Context: an optimization exercise on an open-source flow, tuned for small area and few clock cycles per item. The choices shown serve that exercise and are no tape-out recipe.
In this exercise RTL edits were held to simulation tests only and were not proved equivalent to the original.

==> inputs of trial 25 <==
Design chip_noc_port, start of the top module:
module chip_noc_port
#(
   parameter int BUF_DEPTH = 4,
   parameter int CREDITS   = 4
)
(
   input  logic          io_clk_inter,
   input  logic          rst_n_inter_sync_f,
   input  logic [2:0]    offchip_in_valid_i,
   input  logic [191:0]  offchip_in_data_i,
   output logic [2:0]    offchip_in_ready_o,
   output logic [2:0]    tile_in_valid_o,
   output logic [191:0]  tile_in_data_o,
   input  logic [2:0]    tile_in_yummy_i,
   input  logic [2:0]    tile_out_valid_i,
   input  logic [191:0]  tile_out_data_i,
   output logic [2:0]    tile_out_yummy_o,
   output logic [2:0]    offchip_out_valid_o,
   output logic [191:0]  offchip_out_data_o,
   input  logic [2:0]    offchip_out_ready_i
);
==> module flit_fifo, before the edit <==
module flit_fifo
#(
   parameter int BUF_DEPTH = 4,
   parameter int DATA_W    = 64
)
(
   input  logic              io_clk_inter,
   input  logic              rst_n_inter_sync_f,
   input  logic              push_i,
   input  logic [DATA_W-1:0] push_data_i,
   input  logic              pop_i,
   output logic [DATA_W-1:0] head_o,
   output logic              empty_o,
   output logic              full_o
);
   localparam int PTR_W = (BUF_DEPTH > 1) ? $clog2(BUF_DEPTH) : 1;
   localparam int CNT_W = $clog2(BUF_DEPTH + 1);
   logic [DATA_W-1:0] mem [0:BUF_DEPTH-1];
   logic [PTR_W-1:0]  rd_ptr;
   logic [PTR_W-1:0]  wr_ptr;
   logic [PTR_W-1:0]  rd_ptr_nxt;
   logic [PTR_W-1:0]  wr_ptr_nxt;
   logic [CNT_W-1:0]  count;
   logic              do_push;
   logic              do_pop;
   assign rd_ptr_nxt = (rd_ptr == PTR_W'(BUF_DEPTH - 1)) ? '0 : rd_ptr + 1'b1;
   assign wr_ptr_nxt = (wr_ptr == PTR_W'(BUF_DEPTH - 1)) ? '0 : wr_ptr + 1'b1;
   assign empty_o = (count == '0);
   assign full_o  = (count == CNT_W'(BUF_DEPTH));
   assign do_pop  = pop_i && !empty_o;
   assign do_push = push_i && (!full_o || do_pop);
   assign head_o  = mem[rd_ptr];
   always_ff @(posedge io_clk_inter)
   begin
      if (do_push)
      begin
         mem[wr_ptr] <= push_data_i;
      end
   end
   always_ff @(posedge io_clk_inter)
   begin
      if (!rst_n_inter_sync_f)
      begin
         rd_ptr <= '0;
         wr_ptr <= '0;
         count  <= '0;
      end
      else
      begin
         if (do_push)
         begin
            wr_ptr <= wr_ptr_nxt;
         end
         if (do_pop)
         begin
            rd_ptr <= rd_ptr_nxt;
         end
         if (do_push && !do_pop)
         begin
            count <= count + 1'b1;
         end
         else if (do_pop && !do_push)
         begin
            count <= count - 1'b1;
         end
      end
   end
endmodule
==> module valrdy_to_credit, before the edit <==
module valrdy_to_credit
#(
   parameter int BUF_DEPTH = 4,
   parameter int CREDITS   = 4,
   parameter int DATA_W    = 64
)
(
   input  logic              io_clk_inter,
   input  logic              rst_n_inter_sync_f,
   input  logic              in_valid_i,
   input  logic [DATA_W-1:0] in_data_i,
   output logic              in_ready_o,
   output logic              out_valid_o,
   output logic [DATA_W-1:0] out_data_o,
   input  logic              out_yummy_i
);
   localparam int CRED_W = $clog2(CREDITS + 1);
   logic [DATA_W-1:0] head;
   logic              empty;
   logic              full;
   logic              send;
   logic [CRED_W-1:0] credit_cnt;
   assign in_ready_o = !full;
   assign send        = !empty && (credit_cnt != '0);
   assign out_valid_o = send;
   assign out_data_o  = head;
   flit_fifo #(
      .BUF_DEPTH (BUF_DEPTH),
      .DATA_W    (DATA_W)
   ) u_buf (
      .io_clk_inter       (io_clk_inter),
      .rst_n_inter_sync_f (rst_n_inter_sync_f),
      .push_i             (in_valid_i && !full),
      .push_data_i        (in_data_i),
      .pop_i              (send),
      .head_o             (head),
      .empty_o            (empty),
      .full_o             (full)
   );
   always_ff @(posedge io_clk_inter)
   begin
      if (!rst_n_inter_sync_f)
      begin
         credit_cnt <= CRED_W'(CREDITS);
      end
      else
      begin
         if (out_yummy_i && !send)
         begin
            if (credit_cnt != CRED_W'(CREDITS))
            begin
               credit_cnt <= credit_cnt + 1'b1;
            end
         end
         else if (send && !out_yummy_i)
         begin
            credit_cnt <= credit_cnt - 1'b1;
         end
      end
   end
endmodule
==> module credit_to_valrdy, before the edit <==
module credit_to_valrdy
#(
   parameter int BUF_DEPTH = 4,
   parameter int DATA_W    = 64
)
(
   input  logic              io_clk_inter,
   input  logic              rst_n_inter_sync_f,
   input  logic              in_valid_i,
   input  logic [DATA_W-1:0] in_data_i,
   output logic              in_yummy_o,
   output logic              out_valid_o,
   output logic [DATA_W-1:0] out_data_o,
   input  logic              out_ready_i
);
   logic [DATA_W-1:0] head;
   logic              empty;
   logic              xfer;
   logic              yummy_q;
   assign out_valid_o = !empty;
   assign out_data_o  = head;
   assign xfer        = !empty && out_ready_i;
   assign in_yummy_o  = yummy_q;
   flit_fifo #(
      .BUF_DEPTH (BUF_DEPTH),
      .DATA_W    (DATA_W)
   ) u_buf (
      .io_clk_inter       (io_clk_inter),
      .rst_n_inter_sync_f (rst_n_inter_sync_f),
      .push_i             (in_valid_i),
      .push_data_i        (in_data_i),
      .pop_i              (xfer),
      .head_o             (head),
      .empty_o            (empty),
      .full_o             ()
   );
   always_ff @(posedge io_clk_inter)
   begin
      if (!rst_n_inter_sync_f)
      begin
         yummy_q <= 1'b0;
      end
      else
      begin
         yummy_q <= xfer;
      end
   end
endmodule
Settings: LEC_CHECK=0, CAP_MARGIN=20, CORE_MARGIN=2, CORE_UTILIZATION=40, PLACE_DENSITY=0.6, SLEW_MARGIN=20; clock period 5.0 ns.
run.sh (not shown) runs the stock make flow with config.mk's settings and CLKGATE_MAP_FILE= SYNTH_SCRIPT=/design/flow/synth_recipe.tcl, a recipe that flattens the netlist after the stock synthesis.
==> trial 13: changes against trial 25 <==
--- a/flow/design.v
+++ b/flow/design.v
@@ -17,18 +17,28 @@
    localparam int PTR_W = (BUF_DEPTH > 1) ? $clog2(BUF_DEPTH) : 1;
-   localparam int CNT_W = $clog2(BUF_DEPTH + 1);
-   logic [DATA_W-1:0] mem [0:BUF_DEPTH-1];
-   logic [PTR_W-1:0]  rd_ptr;
-   logic [PTR_W-1:0]  wr_ptr;
-   logic [PTR_W-1:0]  rd_ptr_nxt;
-   logic [PTR_W-1:0]  wr_ptr_nxt;
-   logic [CNT_W-1:0]  count;
-   logic              do_push;
-   logic              do_pop;
+   logic [DATA_W-1:0]    mem [0:BUF_DEPTH-1];
+   logic [PTR_W-1:0]     rd_ptr;
+   logic [PTR_W-1:0]     wr_ptr;
+   logic [PTR_W-1:0]     rd_ptr_nxt;
+   logic [PTR_W-1:0]     wr_ptr_nxt;
+   logic                 last_push;   
+   logic                 ptr_eq;
+   logic                 do_push;
+   logic                 do_pop;
+   logic [BUF_DEPTH-1:0] rd_sel;
    assign rd_ptr_nxt = (rd_ptr == PTR_W'(BUF_DEPTH - 1)) ? '0 : rd_ptr + 1'b1;
    assign wr_ptr_nxt = (wr_ptr == PTR_W'(BUF_DEPTH - 1)) ? '0 : wr_ptr + 1'b1;
-   assign empty_o = (count == '0);
-   assign full_o  = (count == CNT_W'(BUF_DEPTH));
+   assign ptr_eq  = (rd_ptr == wr_ptr);
+   assign empty_o = ptr_eq && !last_push;
+   assign full_o  = ptr_eq && last_push;
    assign do_pop  = pop_i && !empty_o;
    assign do_push = push_i && (!full_o || do_pop);
-   assign head_o  = mem[rd_ptr];
+   always_comb
+   begin
+      head_o = '0;
+      for (int i = 0; i < BUF_DEPTH; i++)
+      begin
+         rd_sel[i] = (rd_ptr == PTR_W'(i));
+         head_o    = head_o | (mem[i] & {DATA_W{rd_sel[i]}});
+      end
+   end
    always_ff @(posedge io_clk_inter)
@@ -44,5 +54,5 @@
       begin
-         rd_ptr <= '0;
-         wr_ptr <= '0;
-         count  <= '0;
+         rd_ptr    <= '0;
+         wr_ptr    <= '0;
+         last_push <= 1'b0;
       end
@@ -58,9 +68,5 @@
          end
-         if (do_push && !do_pop)
+         if (do_push != do_pop)
          begin
-            count <= count + 1'b1;
-         end
-         else if (do_pop && !do_push)
-         begin
-            count <= count - 1'b1;
+            last_push <= do_push;
          end
@@ -87,24 +93,15 @@
    localparam int CRED_W = $clog2(CREDITS + 1);
-   logic [DATA_W-1:0] head;
-   logic              empty;
-   logic              full;
    logic              send;
-   logic [CRED_W-1:0] credit_cnt;
-   assign in_ready_o = !full;
-   assign send        = !empty && (credit_cnt != '0);
+   logic [CRED_W-1:0] used;
+   if ((CREDITS & (CREDITS - 1)) == 0)
+   begin : g_pow2
+      assign in_ready_o = !used[CRED_W-1] || out_yummy_i;
+   end
+   else
+   begin : g_any
+      assign in_ready_o = (used != CRED_W'(CREDITS)) || out_yummy_i;
+   end
+   assign send        = in_valid_i && in_ready_o;
    assign out_valid_o = send;
-   assign out_data_o  = head;
-   flit_fifo #(
-      .BUF_DEPTH (BUF_DEPTH),
-      .DATA_W    (DATA_W)
-   ) u_buf (
-      .io_clk_inter       (io_clk_inter),
-      .rst_n_inter_sync_f (rst_n_inter_sync_f),
-      .push_i             (in_valid_i && !full),
-      .push_data_i        (in_data_i),
-      .pop_i              (send),
-      .head_o             (head),
-      .empty_o            (empty),
-      .full_o             (full)
-   );
+   assign out_data_o  = in_data_i;
    always_ff @(posedge io_clk_inter)
@@ -113,17 +110,11 @@
       begin
-         credit_cnt <= CRED_W'(CREDITS);
-      end
-      else
-      begin
-         if (out_yummy_i && !send)
-         begin
-            if (credit_cnt != CRED_W'(CREDITS))
-            begin
-               credit_cnt <= credit_cnt + 1'b1;
-            end
-         end
-         else if (send && !out_yummy_i)
-         begin
-            credit_cnt <= credit_cnt - 1'b1;
-         end
+         used <= '0;
+      end
+      else if (send && !out_yummy_i)
+      begin
+         used <= used + 1'b1;
+      end
+      else if (out_yummy_i && !send)
+      begin
+         used <= used - 1'b1;
       end
@@ -150,3 +141,2 @@
    logic              xfer;
-   logic              yummy_q;
    assign out_valid_o = !empty;
@@ -154,3 +144,3 @@
    assign xfer        = !empty && out_ready_i;
-   assign in_yummy_o  = yummy_q;
+   assign in_yummy_o  = xfer;
    flit_fifo #(
@@ -168,13 +158,2 @@
    );
-   always_ff @(posedge io_clk_inter)
-   begin
-      if (!rst_n_inter_sync_f)
-      begin
-         yummy_q <= 1'b0;
-      end
-      else
-      begin
-         yummy_q <= xfer;
-      end
-   end
 endmodule
==> flow/flow/run.sh (new file) <==
#!/bin/bash
# The standard layout (the standard.sh, unchanged synthesis and steps), with
# two settings changed through ORFS's own variables:
#  - port buffers use the smallest plain buffer (buf_1) instead of the cell
#    buffer_ports picks by default (clkdlybuf4s50_1); every port still gets one;
#  - clock tree synthesis uses a smaller clock buffer list and no dummy loads.
set -euo pipefail
export BUFFER_PORTS_ARGS="-buffer_cell sky130_fd_sc_hd__buf_1"
export CTS_ARGS="-sink_clustering_enable -repair_clock_nets -dont_use_dummy_load -buf_list sky130_fd_sc_hd__clkbuf_8 -sink_clustering_size 16 -sink_clustering_max_diameter 100"
bash standard.sh finish > flow_make.log 2>&1
==> flow/standard.sh (new file) <==
#!/bin/bash
# synth_recipe.tcl (not shown) runs the flow's synth.tcl, then flattens the netlist and writes it again
# the make line also repeats each setting of config.mk as NAME=value (left out here)
make -C /OpenROAD-flow-scripts/flow DESIGN_CONFIG=/design/flow/config.mk WORK_HOME=/design/flow/orfs CLKGATE_MAP_FILE= SYNTH_SCRIPT=/design/flow/synth_recipe.tcl "${@:-finish}"
Settings changed: CAP_MARGIN 20 to 5, SLEW_MARGIN 20 to 5.
removed: flow/run.sh
==> summary of the runs <==
- Trial 25 produced a clean layout. Trial 13 went through all stages and came out clean.
- Die area: trial 13 is smaller than trial 25 (about 50%).
- In trial 13 the sequential share of layout area is higher than in trial 25, by 8.9 points.
- Between trial 25 and trial 13, the lower via count is in trial 13 (gap about 60%, measured against trial 13).
- Of trial 13 and trial 25, trial 25 has the higher flip-flop and latch count (gap 810).
Testbench counts of trial 25, summed over its fixed seeds: cycles 4,106, flits 19,200.
Testbench counts of trial 13, summed over its fixed seeds: cycles 4,101, flits 19,200.

## what the ideal ports hide
The results above use ideal ports. As a check the final layouts listed here were re-extracted and re-timed, cells and wires unchanged.
Step 1 (the two cells are an assumption about what drives the block):
set clk [get_ports {io_clk_inter}]
set_driving_cell -lib_cell sky130_fd_sc_hd__clkbuf_16 $clk
set_driving_cell -lib_cell sky130_fd_sc_hd__buf_2 [delete_from_list [all_inputs] $clk]
Step 2 adds t to the input delays and takes it off the output delays; t is the mean of the earliest and latest rising clock arrival at the registers after step 1. Input paths then give back, and output paths get back, about the clock's delay inside the block.
a / b / c = ideal / step 1 / step 2; a / b = the first two.
| run | t, ns | setup slack, ns | worst setup path after step 2 | clock arrival spread, ns |
|---|---|---|---|---|
| trial 25 | 0.850 | 0.825 / 0.748 / 1.237 | input to register | 0.052 / 0.052 |
| trial 13 | 0.688 | 1.017 / 0.968 / 1.656 | register to output | 0.110 / 0.109 |
After both steps setup and hold are still met in every run listed.
